What follows belongs to an exercise in optimizing a design on an open flow for small area and a short achievable clock period; a production flow would make more cautious choices. Function was checked by simulation only, so behaviour that the tests miss may differ from the original. Power and IR drop assume default switching activity.

File: flow/run.sh
#!/bin/bash
# synth_recipe.tcl (not shown) runs the flow's synth.tcl, then flattens the netlist and writes it again
# the make line also repeats each setting of config.mk as NAME=value (left out here)
make -C /OpenROAD-flow-scripts/flow DESIGN_CONFIG=/design/flow/config.mk WORK_HOME=/design/flow/orfs CLKGATE_MAP_FILE= SYNTH_SCRIPT=/design/flow/synth_recipe.tcl finish
File: flow/config.mk
export PLATFORM = sky130hd
export DESIGN_NAME = ddr2_wr_stager
export DESIGN_NICKNAME = ddr2_wr_stager
export VERILOG_FILES = /design/flow/design.v
export SDC_FILE = /design/flow/constraint.sdc
export NUM_CORES = 4
export LEC_CHECK = 0
export CAP_MARGIN = 20
export CORE_MARGIN = 2
export CORE_UTILIZATION = 40
export SLEW_MARGIN = 20
export SYNTH_MEMORY_MAX_BITS = 8192
File: flow/constraint.sdc
create_clock -name core_clock -period 5.2 [get_ports {clk}]
set_input_delay 1.0400 -clock core_clock [delete_from_list [all_inputs] [get_ports {clk}]]
set_output_delay 1.0400 -clock core_clock [all_outputs]
set_load 0.01 [all_outputs]
File: flow/design.v
package ddr2_pkg;
    localparam int unsigned DDR2_DATA_W    = 144;
    localparam int unsigned DDR2_BURST_LEN = 2;
    typedef enum logic [1:0] {
        IDLE,
        WAIT,
        PAD
    } pad_state_t;
endpackage
module ddr2_wr_stager
#(
    parameter int unsigned       DATA_W        = ddr2_pkg::DDR2_DATA_W,
    parameter int unsigned       DEPTH         = 32,
    parameter int unsigned       BURST_LEN     = ddr2_pkg::DDR2_BURST_LEN,
    parameter int unsigned       FLUSH_TIMEOUT = 64,
    parameter logic [DATA_W-1:0] PAD_WORD      = '0
) (
    input  logic                    clk,
    input  logic                    rst,
    input  logic                    in_valid,
    input  logic [DATA_W-1:0]       in_data,
    output logic                    in_ready,
    input  logic                    flush,
    output logic                    wr_req_from_tmto,
    output logic [DATA_W-1:0]       tmto_fifo_q,
    input  logic                    tmto_fifo_rdacked,
    output logic [$clog2(DEPTH):0]  count,
    output logic [15:0]             pad_cnt,
    output logic                    overflow,
    output logic                    underflow
);
    localparam int unsigned      CNT_W  = $clog2(DEPTH) + 1;
    localparam int unsigned      RING_N = DEPTH - 1;
    localparam logic [5:0]       TIMEOUT_LAST = 6'(FLUSH_TIMEOUT - 1);
    logic [CNT_W-1:0]             cnt_r;
    logic                         rdy_r;      
    logic                         padp_r;     
    logic                         ge2_r;      
    logic                         st_wait;
    logic                         st_pad;
    logic [5:0]                   idle_cnt;
    logic [RING_N-1:0]            wr_oh;
    logic [RING_N-1:0]            rd_oh;
    logic [RING_N-1:0][DATA_W-1:0] ring;
    logic [DATA_W-1:0]            q_r;
    logic c0, c1, c2, c31, c32;
    assign c0  = (cnt_r == CNT_W'(0));
    assign c1  = (cnt_r == CNT_W'(1));
    assign c2  = (cnt_r == CNT_W'(2));
    assign c31 = (cnt_r == CNT_W'(DEPTH-1));
    assign c32 = (cnt_r == CNT_W'(DEPTH));
    logic prod_push, push, pop, inc, dec, res_n;
    assign prod_push = in_valid && rdy_r;
    assign push      = prod_push || padp_r;
    assign pop       = tmto_fifo_rdacked && !c0;
    assign inc       = push && !pop;
    assign dec       = pop && !push;
    assign res_n     = cnt_r[0] ^ push ^ pop;    
    logic [DATA_W-1:0] wdata;
    assign wdata = padp_r ? PAD_WORD : in_data;
    logic timeout, wait_n, pad_n;
    assign timeout = !prod_push && (idle_cnt == TIMEOUT_LAST);
    assign wait_n  = res_n && ((!st_wait && !st_pad) || (st_wait && !flush && !timeout));
    assign pad_n   = res_n && (st_pad || (st_wait && (flush || timeout)));
    logic full_n, ge2_n;
    assign full_n = inc ? c31 : (dec ? 1'b0 : c32);
    assign ge2_n  = inc ? (ge2_r || c1) : (dec ? (ge2_r && !c2) : ge2_r);
    always_ff @(posedge clk) begin
        if (rst) begin
            cnt_r    <= '0;
            rdy_r    <= 1'b1;
            padp_r   <= 1'b0;
            ge2_r    <= 1'b0;
            st_wait  <= 1'b0;
            st_pad   <= 1'b0;
            idle_cnt <= '0;
        end else begin
            if (inc) cnt_r <= cnt_r + 1'b1;
            else if (dec) cnt_r <= cnt_r - 1'b1;
            rdy_r    <= !full_n && !pad_n;
            padp_r   <= pad_n && !full_n;
            ge2_r    <= ge2_n;
            st_wait  <= wait_n;
            st_pad   <= pad_n;
            if (st_wait && wait_n && !prod_push) idle_cnt <= idle_cnt + 1'b1;
            else idle_cnt <= '0;
        end
    end
    logic wr_adv, rd_adv;
    assign wr_adv = push && (ge2_r || (c1 && !pop));
    assign rd_adv = pop && ge2_r;
    always_ff @(posedge clk) begin
        if (rst) begin
            wr_oh <= RING_N'(1);
            rd_oh <= RING_N'(1);
        end else begin
            if (wr_adv) wr_oh <= {wr_oh[RING_N-2:0], wr_oh[RING_N-1]};
            if (rd_adv) rd_oh <= {rd_oh[RING_N-2:0], rd_oh[RING_N-1]};
        end
    end
    for (genvar i = 0; i < RING_N; i++) begin : g_ring
        always_ff @(posedge clk) begin
            if (wr_oh[i] && !c32) ring[i] <= wdata;
        end
    end
    logic [DATA_W-1:0] ring_rd;
    always_comb begin
        ring_rd = '0;
        for (int i = 0; i < RING_N; i++) begin
            ring_rd = ring_rd | (ring[i] & {DATA_W{rd_oh[i]}});
        end
    end
    always_ff @(posedge clk) begin
        if (tmto_fifo_rdacked || c0) q_r <= ge2_r ? ring_rd : wdata;
    end
    always_ff @(posedge clk) begin
        if (rst) begin
            overflow  <= 1'b0;
            underflow <= 1'b0;
            pad_cnt   <= '0;
        end else begin
            if (in_valid && c32) overflow <= 1'b1;
            if (tmto_fifo_rdacked && c0) underflow <= 1'b1;
            if (padp_r && (pad_cnt != '1)) pad_cnt <= pad_cnt + 1'b1;
        end
    end
    assign in_ready         = rdy_r;
    assign wr_req_from_tmto = ge2_r;
    assign tmto_fifo_q      = q_r;
    assign count            = cnt_r;
endmodule
==> results of run 1 <==
-- sequential cells by signal, indices dropped and copies added, names as in the netlist --
register	cells
ring	4464
q_r	144
rd_oh	31
wr_oh	31
pad_cnt	16
cnt_r	6
idle_cnt	6
ge2_r	1
overflow	1
padp_r	1
rdy_r	1
st_pad	1
st_wait	1
underflow	1
-- power breakdown --
group	internal, W	total (W)	switching (W)
Sequential	0.0442	0.0454	0.00114
Clock	0.0189	0.0334	0.0146
Combinational	0.00221	0.00688	0.00467
Total	0.0653	0.0857	0.0204
-- area by class of cell --
type,count,area [µm²],share of cell area
antenna,14,35.0,0.000178
clock buffer,526,11700,0.0598
clock inverter,317,3170,0.0161
inverter,8,30.0,0.000153
multi-input combinational,3409,26900,0.137
sequential,4705,140000,0.715
tap,5520,6910,0.0352
timing repair buffer,615,7170,0.0365
-- worst register-to-register path, cell delays in order (launching register included) --
cell	delay, ns
dfxtp_1	0.50
inv_1	0.14
ha_1	0.30
nand3_1	0.73
buf_4	0.32
and2_4	0.89
buf_12	0.51
-- how the worst max path moves through the flow --
stage | slack (ns) | from | cells past startpoint | endpoint
floorplan | 0.10 | cnt_r[0] | 5 | ring[0]
global placement | 1.38 | cnt_r[0] | 6 | ring[4397]
detailed placement | 1.47 | in_valid | 8 | idle_cnt[0]
CTS | 1.36 | ge2_r | 1 | wr_req_from_tmto
global route | 1.34 | cnt_r[0] | 6 | ring[1191]
finish | 1.39 | cnt_r[0] | 6 | ring[1219]
-- placed cells by master (no fill, tap or decap), types with 8 or more instances in the layout --
cell type / instances
edfxtp_1: 4608
a22o_1: 864
a221oi_1: 864
clkbuf_16: 459
a22oi_1: 433
clkdlybuf4s50_1: 317
nand4_1: 296
nand2_1: 227
nand3_1: 184
buf_4: 155
o32a_1: 144
buf_12: 137
clkinv_2: 111
clkinv_1: 107
nor2b_4: 104
a21oi_1: 70
clkbuf_1: 67
dfxtp_1: 64
bufinv_16: 54
o21ai_0: 34
nor2b_2: 33
dfxtp_4: 33
and2_4: 31
nor2_1: 17
diode_2: 14
nor2b_1: 12
nor3_1: 10
clkinvlp_4: 10
ha_1: 9
clkinv_4: 9
xnor2_1: 8
-- metal layers --
layer	vias up	track usage
met5	-	0
met4	6	0.124
met3	1293	0.0439
met2	8486	0.445
met1	53100	0.372
li1	38400	-
-- cell families (layout without fill, tap and decap cells) --
group / Yosys count / after routing
other cells: 0 / 14
compound gates: 2439 / 2439
simple gates: 943 / 943
flops: 4705 / 4705
buf+inv: 591 / 1466
xor+xnor: 12 / 12
fa+ha+maj: 9 / 9
mux: 6 / 6
-- per-stage QoR --
stage          hold WS (ns)  instance area, µm²  setup WS [ns]
6_report              0.478              196000           1.39
5_1_grt               0.516              196000           1.34
4_1_cts               0.480              196000           1.36
3_5_place_dp          0.479              181000           1.47
3_3_place_gp          0.453              181000           1.38
2_1_floorplan         0.431              169000          0.101
==> results.txt, run 1 <==
- Status: finished clean
- Fin. max-slew vios: 0
- Core area: 420,000 µm²
- R2R Setup Slk: 1.39 ns
- GR Overflow Total: 0
- Layout Utilization: 0.468
- Final min period: 3.81 ns
- Max_slew headroom: 0.159
- Final Setup Violations: 0
- Met3 wire length: 71.8 mm
- Unique masters post-synth: 60
- Die area: 427,000 µm²
- IO Pins: 319
- Synth Area in Simple Gates: 0.0303
- Yosys reg bits: 4,705
- Worst setup path class: reg -> reg
- Critical Path Start Type: register
- Tot GR Track Use: 0.276
- EDFF count, synth: 4,608
- Post-synth top area share: 0.821
- Cell type with the highest aggregate area in the netlist: edfxtp_1
- DR WL/cell: 40.2 µm
- Nets: 9,352
- Worst R2R End: ring[1219]
- R2R cell count: 6
- CTS tree: yes
- Vias: 101,000
- Net Count, Synth: 8,863
- Worst Path Required: 5.83 ns
- Initial antenna violation count: 19
- Rows: 238
- Share of post-route cells with drive strength above 1: 0.124
- Clock Sinks: 4,705
- # DRC: 0
- Root Driver: clkbuf_16
- Worst skew pair latency: 1.03 ns
- Num CTS Buffers: 455
- # resized after CTS: 0
- Clock Pin Slew Worst Setup and Hold Paths: 0.07 ns
- Highest routed layer: met5
- Maximum number of pins on one net before global-route repair: 96
- Worst min-delay path class: reg -> reg
- Main combinational cell family by area after synthesis: compound AO/OA/AOI/OAI gates
- Compound-gate portion of the synthesized area: 0.122
- Vias in the first global route: 97,300
- Via/cell ratio: 6.71
- Mapped Cells: 8,705
- PwrDens: 436 nW/µm²
- Sequential-to-total area share from yosys stat: 0.832
- Cts-stage hold buffer count: 0
- WP buf/inv: 3
- First-pass GRT wire length: 820 mm
- Synth Area in Adders: 0.000668
- Post-DP HPWL: 297 mm
- Unrepaired setup endpoints after global routing: no
- CP endpoint kind: register
- Worst Min Path Start: wr_oh[22]
- Routed wire length: 608 mm
- Measured slew at the worst slew-check pin: 1.26 ns
- TNS Setup: 0 ns
- Max-cap violations: 0
- Fin crit share: 0.732
- Delay-heaviest family, CP: simple AND/OR/NAND/NOR gates
- FFs w/ async S/R, synth: 0
- CTS Buffer Depth: 4
- Placed Cells: 14,300
- Critical Path AT: 4.43 ns
- Max FO, Critical Path: 36
- Commonest cells post-synth: edfxtp_1 (4,608), a221oi_1 (864), a22o_1 (864)
- Crit-path cells: inv_1 -> ha_1 -> nand3_1 -> buf_4 -> and2_4 -> buf_12
- Routability cong.: 0.827
- Initial Utilization: 0.402
- Clock skew: 0.0590 ns
- Chip width: 653 µm
- Die Y: 653 µm
- 1st-iter DRT viols: 18,400
- DR WL met2: 286 mm
- Synth warn: 1
- Buffers on Ports: 318
- Reg2reg start: cnt_r[0]
- Xor/xnor cell area share of the yosys netlist: 0.000668
- Finished Layout Cells: 15,100
- # fillers: 34,600
- Synth Cell Area: 169,000 µm²
- Static leakage: 60.6 nW
- Setup Fix Bufs, Post-CTS: 0
- H-tree Lvls: 5
- Tot Pwr: 0.0857 W
- Most common cell in the synthesized netlist: edfxtp_1
- Hold Vio Cnt, Final: 0
- DRT met1 WL: 220 mm
- Final ANT Viol Nets: 0
- Hold path cells: 2
- F_max: 263 MHz
- Layout area overhead: 16.5%
- Syn Area/Cell: 19.4 µm²
- Worst VDD drop: 0.325 mV
- Main area contributors after synthesis: edfxtp_1 (82%), a221oi_1 (4.5%), a22o_1 (4.5%)
- Worst path slowest cell: and2_4
- CP max stage delay: 0.89 ns
- Mux share of post-synthesis cell area: 0.000386
- Ys flop type: edfxtp_1
- 1st-pass router iterations: 6
- Hold Path Sink: wr_oh[23]
==> run 2, diff against run 1 <==
--- a/flow/design.v
+++ b/flow/design.v
@@ -36,6 +36,8 @@
     logic                         rdy_r;      
     logic                         padp_r;     
     logic                         ge2_r;      
+    logic                         empty_r;    
+    logic                         full_r;     
     logic                         st_wait;
     logic                         st_pad;
     logic [5:0]                   idle_cnt;
@@ -44,11 +46,11 @@
     logic [RING_N-1:0][DATA_W-1:0] ring;
     logic [DATA_W-1:0]            q_r;
     logic c0, c1, c2, c31, c32;
-    assign c0  = (cnt_r == CNT_W'(0));
+    assign c0  = empty_r;
     assign c1  = (cnt_r == CNT_W'(1));
     assign c2  = (cnt_r == CNT_W'(2));
     assign c31 = (cnt_r == CNT_W'(DEPTH-1));
-    assign c32 = (cnt_r == CNT_W'(DEPTH));
+    assign c32 = full_r;
     logic prod_push, push, pop, inc, dec, res_n;
     assign prod_push = in_valid && rdy_r;
     assign push      = prod_push || padp_r;
@@ -62,7 +64,8 @@
     assign timeout = !prod_push && (idle_cnt == TIMEOUT_LAST);
     assign wait_n  = res_n && ((!st_wait && !st_pad) || (st_wait && !flush && !timeout));
     assign pad_n   = res_n && (st_pad || (st_wait && (flush || timeout)));
-    logic full_n, ge2_n;
+    logic full_n, ge2_n, empty_n;
+    assign empty_n = inc ? 1'b0 : (dec ? c1 : c0);
     assign full_n = inc ? c31 : (dec ? 1'b0 : c32);
     assign ge2_n  = inc ? (ge2_r || c1) : (dec ? (ge2_r && !c2) : ge2_r);
     always_ff @(posedge clk) begin
@@ -71,6 +74,8 @@
             rdy_r    <= 1'b1;
             padp_r   <= 1'b0;
             ge2_r    <= 1'b0;
+            empty_r  <= 1'b1;
+            full_r   <= 1'b0;
             st_wait  <= 1'b0;
             st_pad   <= 1'b0;
             idle_cnt <= '0;
@@ -80,6 +85,8 @@
             rdy_r    <= !full_n && !pad_n;
             padp_r   <= pad_n && !full_n;
             ge2_r    <= ge2_n;
+            empty_r  <= empty_n;
+            full_r   <= full_n;
             st_wait  <= wait_n;
             st_pad   <= pad_n;
             if (st_wait && wait_n && !prod_push) idle_cnt <= idle_cnt + 1'b1;
--- a/flow/config.mk
+++ b/flow/config.mk
@@ -7,6 +7,7 @@
 export LEC_CHECK = 0
 export CAP_MARGIN = 20
 export CORE_MARGIN = 2
-export CORE_UTILIZATION = 40
+export CORE_UTILIZATION = 55
+export SETUP_SLACK_MARGIN = 2.6
 export SLEW_MARGIN = 20
 export SYNTH_MEMORY_MAX_BITS = 8192
==> run 2 against run 1 <==
Effect of this change:
- non-clock buffer count increased by 100
- global-route usage is 9.4 points higher
- hold slack got worse by 0.043 ns
- fmax grew 30%
- combinational power down 44%
- wire length is 3.1% lower
- critical path depth fell by 5
- via count down 0.11%
- clock skew grew 0.0094 ns
- largest cell class unchanged
==> results.txt, run 2 <==
- Status: finished clean
- Final ANT Viol Nets: 0
- Worst VDD drop: 0.374 mV
- Worst path slowest cell: edfxtp_1
- Measured slew at the worst slew-check pin: 1.19 ns
- Hold path cells: 1
- Chip width: 558 µm
- Sequential-to-total area share from yosys stat: 0.831
- CP endpoint kind: output port
- First-pass GRT wire length: 791 mm
- FFs w/ async S/R, synth: 0
- F_max: 342 MHz
- WP buf/inv: 1
- Post-DP HPWL: 267 mm
- Tot GR Track Use: 0.371
- Delay-heaviest family, CP: flip-flops
- Crit-path cells: buf_2
- Main area contributors after synthesis: edfxtp_1 (82%), a221oi_1 (4.5%), a22o_1 (4.5%)
- Root Driver: clkbuf_16
- Final min period: 2.93 ns
- CTS Buffer Depth: 4
- Cts-stage hold buffer count: 0
- Hold Vio Cnt, Final: 0
- Syn Area/Cell: 19.5 µm²
- DR WL/cell: 42.8 µm
- Register bank with the most flops: ring
- Worst min-delay path class: reg -> reg
- Maximum number of pins on one net before global-route repair: 86
- EDFF count, synth: 4,608
- R2R Setup Slk: 2.54 ns
- Commonest cells after routing, fill and taps aside: edfxtp_1 (4,608), a22o_1 (864), a221oi_1 (864)
- Net Count, Synth: 8,819
- TNS Setup: 0 ns
- Cell type with the highest aggregate area in the netlist: edfxtp_1
- Hold Path Sink: st_wait
- Placed Cells: 12,900
- Fin crit share: 0.563
- Most common cell in the synthesized netlist: edfxtp_1
- Worst Min Path Start: st_pad
- Reg2reg start: full_r
- Unique masters post-synth: 58
- R2R cell count: 2
- Static leakage: 60.7 nW
- IO Pins: 319
- GR Overflow Total: 0
- Mapped Cells: 8,662
- Layout area overhead: 14.7%
- Clock skew: 0.0684 ns
- Vias: 101,000
- Max FO, Critical Path: 2
- PwrDens: 413 nW/µm²
- Critical Path AT: 1.89 ns
- Synth warn: 1
- 1st-pass router iterations: 6
- Max_slew headroom: 0.206
- Routability cong.: 0.804
- Clock Sinks: 4,707
- Via/cell ratio: 7.35
- Final Setup Violations: 0
- Max-cap violations: 0
- Buffers on Ports: 318
- Initial Utilization: 0.553
- CP max stage delay: 0.68 ns
- Clock Pin Slew Worst Setup and Hold Paths: 0.06 ns
- Nets: 9,432
- Post-synth top area share: 0.819
- Worst R2R End: ring[1648]
- Max reg flops: 4,464
- # DRC: 0
- Initial antenna violation count: 13
- Commonest cells post-synth: edfxtp_1 (4,608), a221oi_1 (864), a22o_1 (864)
- Share of post-route cells with drive strength above 1: 0.141
- Finished Layout Cells: 13,800
- Routed wire length: 589 mm
- Vias in the first global route: 95,600
- Core area: 306,000 µm²
- Biggest regs: ring: 4464 flops, q_r: 144 flops
- Yosys reg bits: 4,707
- Die area: 312,000 µm²
- Die Y: 558 µm
- CTS tree: yes
- Fin. max-slew vios: 0
- Ys flop type: edfxtp_1
- Unrepaired setup endpoints after global routing: yes
- Num CTS Buffers: 466
- Worst setup path class: reg -> out
- Worst skew pair latency: 1.01 ns
- Commonest non-fill, non-tap cell in the layout: edfxtp_1
- H-tree Lvls: 5
- # fillers: 21,100
- Critical Path Start Type: register
- Rows: 203
- Synth Cell Area: 169,000 µm²
- Worst Path Required: 4.16 ns
- 1st-iter DRT viols: 17,500
-- run 2: power breakdown --
part           switching [W]  internal [W]  leakage (nW)  total [W]
clock network         0.0144        0.0182          7.14     0.0325
logic                0.00277       0.00110          10.8    0.00387
registers           0.000488        0.0433          42.7     0.0438
-- run 2: worst max path at each step --
| stage | from | endpoint | slack, ns | cells after the start |
|---|---|---|---|---|
| floorplan | full_r | ring[2736] | 2.04 | 2 |
| global placement | in_valid | cnt_r[5] | 1.75 | 8 |
| detailed placement | in_valid | cnt_r[5] | 1.80 | 8 |
| CTS | q_r[76] | tmto_fifo_q[76] | 2.20 | 1 |
| global route | q_r[76] | tmto_fifo_q[76] | 2.27 | 1 |
| finish | q_r[49] | tmto_fifo_q[49] | 2.27 | 1 |
-- run 2: per-stage QoR --
| stage | total power (W) | worst slack, ns | instance area [µm²] | hold slack, ns | util |
|---|---|---|---|---|---|
| 5_1_grt | 0.0818 | 2.27 | 194000 | 0.463 | 0.634 |
| 3_5_place_dp | 0.0485 | 1.80 | 179000 | 0.426 | 0.586 |
| 6_report | 0.0802 | 2.27 | 194000 | 0.435 | 0.634 |
| 2_1_floorplan | 0.0462 | 2.04 | 169000 | 0.401 | - |
| 3_3_place_gp | 0.0484 | 1.75 | 179000 | 0.417 | 0.586 |
| 4_1_cts | 0.0801 | 2.20 | 193000 | 0.437 | 0.633 |
-- run 2: logic make-up (layout without fill, tap and decap cells) --
| family | after synthesis | count (layout) | share of synthesized area |
|---|---|---|---|
| buffers and inverters | 582 | 1585 | 0.0163 |
| other | 0 | 8 | 0 |
| xor gates and xnor gates | 10 | 10 | 0.000600 |
| adders and majority gates | 8 | 8 | 0.000592 |
| muxes | 37 | 37 | 0.00222 |
| and+or+nand+nor | 939 | 939 | 0.0299 |
| AOI/OAI and AO/OA | 2379 | 2379 | 0.120 |
| DFF | 4707 | 4707 | 0.831 |
-- run 2: what timing repair did --
| action | CTS | global route |
|---|---|---|
| buffers inserted | 31 | 9 |
| setup endpoints to repair | 324 | 100 |
| resized for setup | 730 | 12 |
| hold endpoints to repair | 0 | 0 |
-- run 2: cell type report --
cell class              instances  area (µm²)  share of cell area
well taps                    4100        5130              0.0265
clock inverters               289        2400              0.0124
repair buffers                715        7130              0.0368
diodes                          8        20.0            0.000103
inverters                      12        45.0            0.000232
clock buffers                 569       12200              0.0628
multi-input cells            3373       26400               0.136
flip-flops and latches       4707      141000               0.725
-- run 2: layer usage --
| metal | up-vias | share of wire | global-route usage |
|---|---|---|---|
| met5 | - | 0 | 0 |
| met4 | 0 | 0.037 | 0.119 |
| met3 | 1183 | 0.12 | 0.0592 |
| met2 | 8165 | 0.47 | 0.588 |
| met1 | 53400 | 0.37 | 0.532 |
| li1 | 38500 | - | - |
==> run 3, diff against run 2 <==
--- a/flow/config.mk
+++ b/flow/config.mk
@@ -8,6 +8,8 @@
 export CAP_MARGIN = 20
 export CORE_MARGIN = 2
 export CORE_UTILIZATION = 55
+export CTS_CLUSTER_DIAMETER = 100
+export CTS_CLUSTER_SIZE = 25
 export SETUP_SLACK_MARGIN = 2.6
 export SLEW_MARGIN = 20
 export SYNTH_MEMORY_MAX_BITS = 8192
==> run 3 against run 2 <==
Effect of this change:
- still clean on timing, DRC and antenna
- global-route usage shrank 0.43 points
- power shrank 17%
- combinational power is essentially flat
- count of clock-buffer cells in the layout shrank 328
- largest power group unchanged
==> results.txt, run 3 <==
- Status: finished clean
- Static leakage: 56.3 nW
- DR WL met2: 275 mm
- Measured slew at the worst slew-check pin: 1.18 ns
- Commonest cells post-synth: edfxtp_1 (4,608), a221oi_1 (864), a22o_1 (864)
- Initial antenna violation count: 13
- EDFF count, synth: 4,608
- First-pass GRT wire length: 779 mm
- CTS Buffer Depth: 4
- TNS Setup: 0 ns
- Synth Cell Area: 169,000 µm²
- Crit-path cells: buf_2
- Vias in the first global route: 92,700
- Compound-gate portion of the synthesized area: 0.120
- GR Overflow Total: 0
- Cell type with the highest aggregate area in the netlist: edfxtp_1
- Worst min-delay path class: reg -> reg
- Place WS: 1.80 ns
- Nets: 9,178
- Fin. max-slew vios: 0
- Via/cell ratio: 7.52
- Synth warn: 1
- Core area: 306,000 µm²
- Sequential-to-total area share from yosys stat: 0.831
- Root Driver: clkbuf_16
- Most common cell in the synthesized netlist: edfxtp_1
- Synth Area in Simple Gates: 0.0299
- Layout area overhead: 9.45%
- Worst Path Required: 4.16 ns
- Final Worst Setup Slack: 2.28 ns
- Rows: 203
- Fin crit share: 0.562
- Post-DP HPWL: 267 mm
- Max-cap violations: 0
- Die area: 312,000 µm²
- Clock Sinks: 4,707
- Met3 wire length: 74.1 mm
- Max reg flops: 4,464
- Share of post-route cells with drive strength above 1: 0.105
- DR WL/cell: 44.2 µm
- Mapped Cells: 8,662
- Worst path slowest cell: edfxtp_1
- IO Pins: 319
- Stages on worst setup path: 1
- F_max: 342 MHz
- R2R cell count: 5
- Maximum number of pins on one net before global-route repair: 86
- Unrepaired setup endpoints after global routing: yes
- Die Y: 558 µm
- Delay-heaviest family, CP: flip-flops
- H-tree Lvls: 4
- Initial Utilization: 0.553
- 1st-iter DRT viols: 18,300
- Worst skew pair latency: 0.96 ns
- Critical Path Start Type: register
- Final Setup Violations: 0
- Biggest regs: ring: 4464 flops, q_r: 144 flops
- Synth Area in Adders: 0.000592
- Tot GR Track Use: 0.367
- CP max stage delay: 0.71 ns
- Highest routed layer: met5
- Clock Pin Slew Worst Setup and Hold Paths: 0.10 ns
- Final ANT Viol Nets: 0
- Buffers on Ports: 318
- Num CTS Buffers: 211
- Net Count, Synth: 8,819
- Ys flop type: edfxtp_1
- Clock skew: 0.0527 ns
- Routed wire length: 582 mm
- Final min period: 2.92 ns
- CTS tree: yes
- PwrDens: 359 nW/µm²
- Max FO, Critical Path: 2
- Worst setup path class: reg -> out
- Register bank with the most flops: ring
- # fillers: 21,900
- Critical Path AT: 1.88 ns
- Routability cong.: 0.804
- FFs w/ async S/R, synth: 0
- CP endpoint kind: output port
- Hold path cells: 1
- Chip width: 558 µm
- Commonest non-fill, non-tap cell in the layout: edfxtp_1
- Xor/xnor cell area share of the yosys netlist: 0.000600
- Unique masters post-synth: 58
- Hold Vio Cnt, Final: 0
- Yosys reg bits: 4,707
- # DRC: 0
- Max_slew headroom: 0.214
- Post-synth top area share: 0.819
- WP buf/inv: 1
- Worst VDD drop: 0.317 mV
- Mux share of post-synthesis cell area: 0.00222
- Main area contributors after synthesis: edfxtp_1 (82%), a221oi_1 (4.5%), a22o_1 (4.5%)
- Commonest cells after routing, fill and taps aside: edfxtp_1 (4,608), a22o_1 (864), a221oi_1 (864)
- 1st-pass router iterations: 8
- DRT met1 WL: 214 mm
- Vias: 99,000
- Main combinational cell family by area after synthesis: compound AO/OA/AOI/OAI gates
- Syn Area/Cell: 19.5 µm²
run 3: changes by cell type in the layout (fill, tap and decap cells not counted), moves of 11 or more:
cell             change
buf_2               -11
bufinv_16           -32
clkbuf_1            -67
clkbuf_16          -256
clkdlybuf4s15_2     +12
clkinv_1           -130
clkinv_2            -92
run 3: through the flow:
stage,hold WS [ns],instances,area (µm²),total power (W),utilization
2_1_floorplan,0.401,8662,169000,0.0462,-
3_3_place_gp,0.417,12900,179000,0.0484,0.586
3_5_place_dp,0.426,12900,179000,0.0485,0.586
4_1_cts,0.440,13200,185000,0.0663,0.604
5_1_grt,0.464,13200,185000,0.0679,0.605
6_report,0.433,13200,185000,0.0665,0.605
run 3: report_power, final:
group	internal (W)	switching [W]
Clock	0.00749	0.0114
Combinational	0.00111	0.00278
Sequential	0.0432	0.000482
run 3: per-layer routing:
metal	GRT usage	vias up
met3	0.0617	950
li1	-	37500
met2	0.585	7931
met1	0.527	52600
met4	0.102	6
met5	0	-
run 3: cells by family after synthesis:
group	after synthesis
adders and majority gates	8
DFF	4707
muxes	37
AOI/OAI and AO/OA	2379
xor gates and xnor gates	10
buffers and inverters	582
and+or+nand+nor	939
run 3: final cells by class:
type / instances / area, µm² / area share
clock buffer: 241 / 5460 / 0.0295
multi-input combinational: 3373 / 26400 / 0.143
inverter: 12 / 45.0 / 0.000244
timing repair buffer: 716 / 7220 / 0.0390
antenna: 9 / 22.5 / 0.000122
clock inverter: 8 / 131 / 0.000710
sequential: 4707 / 141000 / 0.760
tap: 4100 / 5130 / 0.0277
run 3: what timing repair did:
action                                  in CTS  in global routing
hold buffers                                 0                  0
resized for setup                          723                 11
endpoints found under the setup margin     297                 92
pin swaps                                    0                  0
buffers inserted                            39                  1
run 3: worst paths after layout:
| kind | startpoint | endpoint | slack (ns) |
|---|---|---|---|
| max | q_r[49] | tmto_fifo_q[49] | 2.28 |
| min reg2reg | st_pad | st_wait | 0.43 |
| max reg2reg | rd_oh[26] | q_r[10] | 2.55 |
| min | st_pad | st_wait | 0.43 |
==> run 4, diff against run 3 <==
--- a/flow/design.v
+++ b/flow/design.v
@@ -117,8 +117,14 @@
             ring_rd = ring_rd | (ring[i] & {DATA_W{rd_oh[i]}});
         end
     end
+    logic              q_ld;
+    logic [DATA_W-1:0] q_d;
+    logic [DATA_W-1:0] q_n;
+    assign q_ld = tmto_fifo_rdacked || c0;
+    assign q_d  = ge2_r ? ring_rd : wdata;
     always_ff @(posedge clk) begin
-        if (tmto_fifo_rdacked || c0) q_r <= ge2_r ? ring_rd : wdata;
+        if (q_ld) q_n <= ~q_d;
+        q_r <= q_ld ? q_d : ~q_n;
     end
     always_ff @(posedge clk) begin
         if (rst) begin
==> run 4 against run 3 <==
Effect of this change:
- synthesized cell count up 9.1%
- largest cell class unchanged
- critical endpoint is now q_r[80]
- critical path depth up 4
- hold slack worse by 0.012 ns
- critical path type is now reg -> reg
- wire length up 6.6%
- fmax up 6.7%
- design area up 4.4%
- setup slack better by 0.18 ns
- first-iteration DRC count up 19%
- sequential power up 3%
- global-route usage up 0.67 points
- cell count up 7.6%
==> results.txt, run 4 <==
- Status: finished clean
- PwrDens: 358 nW/µm²
- Yosys reg bits: 4,851
- Final ANT Viol Nets: 0
- Net Count, Synth: 9,603
- # fillers: 22,600
- Chip width: 567 µm
- Vias in the first global route: 98,000
- 1st-pass router iterations: 9
- Maximum number of pins on one net before global-route repair: 84
- Synth Area in Adders: 0.000574
- Highest routed layer: met5
- Synth warn: 1
- Root Driver: clkbuf_16
- Num CTS Buffers: 216
- Critical Path Start Type: register
- Most common cell in the synthesized netlist: edfxtp_1
- Via/cell ratio: 7.46
- Fin. max-slew vios: 0
- Buffers on Ports: 318
- Layout Utilization: 0.612
- Static leakage: 59.5 nW
- TNS Setup: 0 ns
- Unrepaired setup endpoints after global routing: yes
- Worst min-delay path class: reg -> reg
- Initial antenna violation count: 17
- Main area contributors after synthesis: edfxtp_1 (79%), a22oi_1 (4.3%), a22o_1 (2.9%)
- GR Overflow Total: 0
- Commonest cells post-synth: edfxtp_1 (4,608), a22oi_1 (1,000), a22o_1 (580)
- EDFF count, synth: 4,608
- Xor/xnor cell area share of the yosys netlist: 0.00113
- R2R Setup Slk: 2.46 ns
- Layout area overhead: 10.8%
- Placed Cells: 13,600
- Rows: 206
- Clock Sinks: 4,851
- Worst VDD drop: 0.310 mV
- Worst setup startpoint: padp_r
- F_max: 365 MHz
- Critical Path AT: 3.57 ns
- 1st-iter DRT viols: 21,700
- Sequential-to-total area share from yosys stat: 0.822
- Worst skew pair latency: 0.97 ns
- Mapped Cells: 9,446
- Core area: 315,000 µm²
- Worst setup path class: reg -> reg
- Cts-stage hold buffer count: 0
- Max-cap violations: 0
- Hold path cells: 1
- Measured slew at the worst slew-check pin: 1.33 ns
- Commonest cells after routing, fill and taps aside: edfxtp_1 (4,608), a22oi_1 (1,000), a22o_1 (580)
- Biggest regs: ring: 4464 flops, q_n: 144 flops, q_r: 144 flops
- Vias: 106,000
- Routability cong.: 0.798
- Fin crit share: 0.527
- Post-DP HPWL: 280 mm
- Register bank with the most flops: ring
- Mux share of post-synthesis cell area: 0.000115
- Compound-gate portion of the synthesized area: 0.122
- Die area: 321,000 µm²
- Max FO, Critical Path: 67
- Die Y: 567 µm
- Reg2reg start: padp_r
- Ys flop type: edfxtp_1
- Hold Vio Cnt, Final: 0
- Max reg flops: 4,464
- Routed wire length: 620 mm
- Final min period: 2.74 ns
- Cell type with the highest aggregate area in the netlist: edfxtp_1
- DR WL met2: 285 mm
- Worst R2R End: q_r[80]
- CTS tree: yes
- # DRC: 0
- Dpl cell area: 185,000 µm²
- R2R cell count: 5
- Met3 wire length: 81.9 mm
- Final Setup Violations: 0
- Nets: 9,977
- Share of post-route cells with drive strength above 1: 0.113
- Tot GR Track Use: 0.373
- Unique masters post-synth: 51
- Tot Pwr: 0.0691 W
- DR WL/cell: 43.8 µm
- Initial Utilization: 0.553
- Post-route cell area: 193,000 µm²
- DRT met1 WL: 232 mm
- FFs w/ async S/R, synth: 0
- Worst Setup EP: q_r[80]
- Synth Area in Simple Gates: 0.0384
- Clock Pin Slew Worst Setup and Hold Paths: 0.10 ns
- Commonest non-fill, non-tap cell in the layout: edfxtp_1
- Clock skew: 0.0446 ns
- Synth Cell Area: 174,000 µm²
- Worst Path Required: 6.03 ns
- Main combinational cell family by area after synthesis: compound AO/OA/AOI/OAI gates
- Syn Area/Cell: 18.4 µm²
- Post-synth top area share: 0.794
- Max_slew headroom: 0.114
- H-tree Lvls: 4
- CTS Buffer Depth: 4
- Finished Layout Cells: 14,200
- First-pass GRT wire length: 822 mm
- CP endpoint kind: register
- IO Pins: 319
## run 4: routing by layer
| layer | global-route usage | vias up |
|---|---|---|
| met5 | 0 | - |
| met1 | 0.547 | 56000 |
| met4 | 0.113 | 6 |
| li1 | - | 40100 |
| met3 | 0.0615 | 1002 |
| met2 | 0.580 | 8535 |
## run 4: worst min-delay path by stage
stage              from       end  slack, ns
2_1_floorplan  q_n[143]  q_r[143]       0.40
3_3_place_gp   q_n[143]  q_r[143]       0.41
3_5_place_dp   q_n[143]  q_r[143]       0.41
4_1_cts        q_n[143]  q_r[143]       0.42
5_1_grt         q_n[47]   q_r[47]       0.44
6_report        q_n[54]   q_r[54]       0.42
## run 4: cell type report
type,instances,area [µm²],area share
Clock buffer,392,6150,0.0319
Sequential cell,4851,144000,0.744
Clock inverter,7,90.1,0.000467
Multi-Input combinational cell,3965,29100,0.151
Antenna cell,11,27.5,0.000143
Timing Repair Buffer,779,8730,0.0452
Tap cell,4160,5200,0.0270
Inverter,7,26.3,0.000136
## run 4: power by group
| part | leakage (nW) | switching [W] | internal (W) | total [W] |
|---|---|---|---|---|
| clock | 2.96 | 0.0119 | 0.00810 | 0.0200 |
| combinational | 12.6 | 0.00281 | 0.00132 | 0.00414 |
| sequential | 43.9 | 0.000529 | 0.0443 | 0.0449 |
| total | 59.5 | 0.0153 | 0.0538 | 0.0691 |
## run 4: cells by family (layout without fill, tap and decap cells)
| group | Yosys count | after routing |
|---|---|---|
| buffers and inverters | 630 | 1185 |
| xor gates and xnor gates | 21 | 21 |
| AOI/OAI and AO/OA | 2682 | 2682 |
| muxes | 2 | 2 |
| DFF | 4851 | 4851 |
| other | 0 | 11 |
| and+or+nand+nor | 1252 | 1252 |
| adders and majority gates | 8 | 8 |
## run 4: worst max-delay path: stages, from the launching register on
cell	delay, ns
dfxtp_4	0.72
buf_12	0.39
nor2b_4	0.30
buf_4	0.30
o21a_1	0.17
o2bb2ai_1	0.12
## run 4: what timing repair did
item	CTS	global route
gates cloned	5	3
endpoints found under the setup margin	527	404
setup buffers	68	45
gates resized for setup	833	27
## run 4: stage by stage
step                      setup WS [ns]  hold WS (ns)
after floorplan                    2.06         0.398
after global placement             1.60         0.407
after detailed placement           1.78         0.413
after CTS                          2.51         0.421
after global routing               2.60         0.438
final                              2.46         0.421

==> static timing again, ports no longer ideal <==
The results above use ideal ports. As a check the final layouts listed here were re-extracted and re-timed, cells and wires unchanged.
Step 1, drivers: a clkbuf_16 drives clk and a buf_2 each remaining input, both assumed.
Step 2, shift: input delay + t, output delay - t, t = (earliest + latest rising clock arrival at the registers) / 2. This alone moves slack from input paths to output paths.
a / b / c = ideal ports / drivers / drivers and shift; a / b = the first two.
| run | t (ns) | setup WS [ns] | hold slack, ns | clock arrival spread, ns |
|---|---|---|---|---|
| run 1 | 1.120 | 1.394 / 1.325 / 1.394 | 0.478 / 0.443 / 0.478 | 0.074 / 0.074 |
| run 2 | 1.071 | 2.273 / 2.173 / 1.823 | 0.435 / 0.435 / 0.435 | 0.078 / 0.078 |
| run 3 | 1.028 | 2.277 / 2.178 / 1.805 | 0.433 / 0.433 / 0.433 | 0.068 / 0.068 |
| run 4 | 1.046 | 2.460 / 2.460 / 1.700 | 0.421 / 0.421 / 0.421 | 0.065 / 0.065 |
After both steps every run listed still meets setup and hold. For run 4, which loses most, drivers alone change the setup slack by 0.000 ns; drivers and shift together by -0.760 ns.
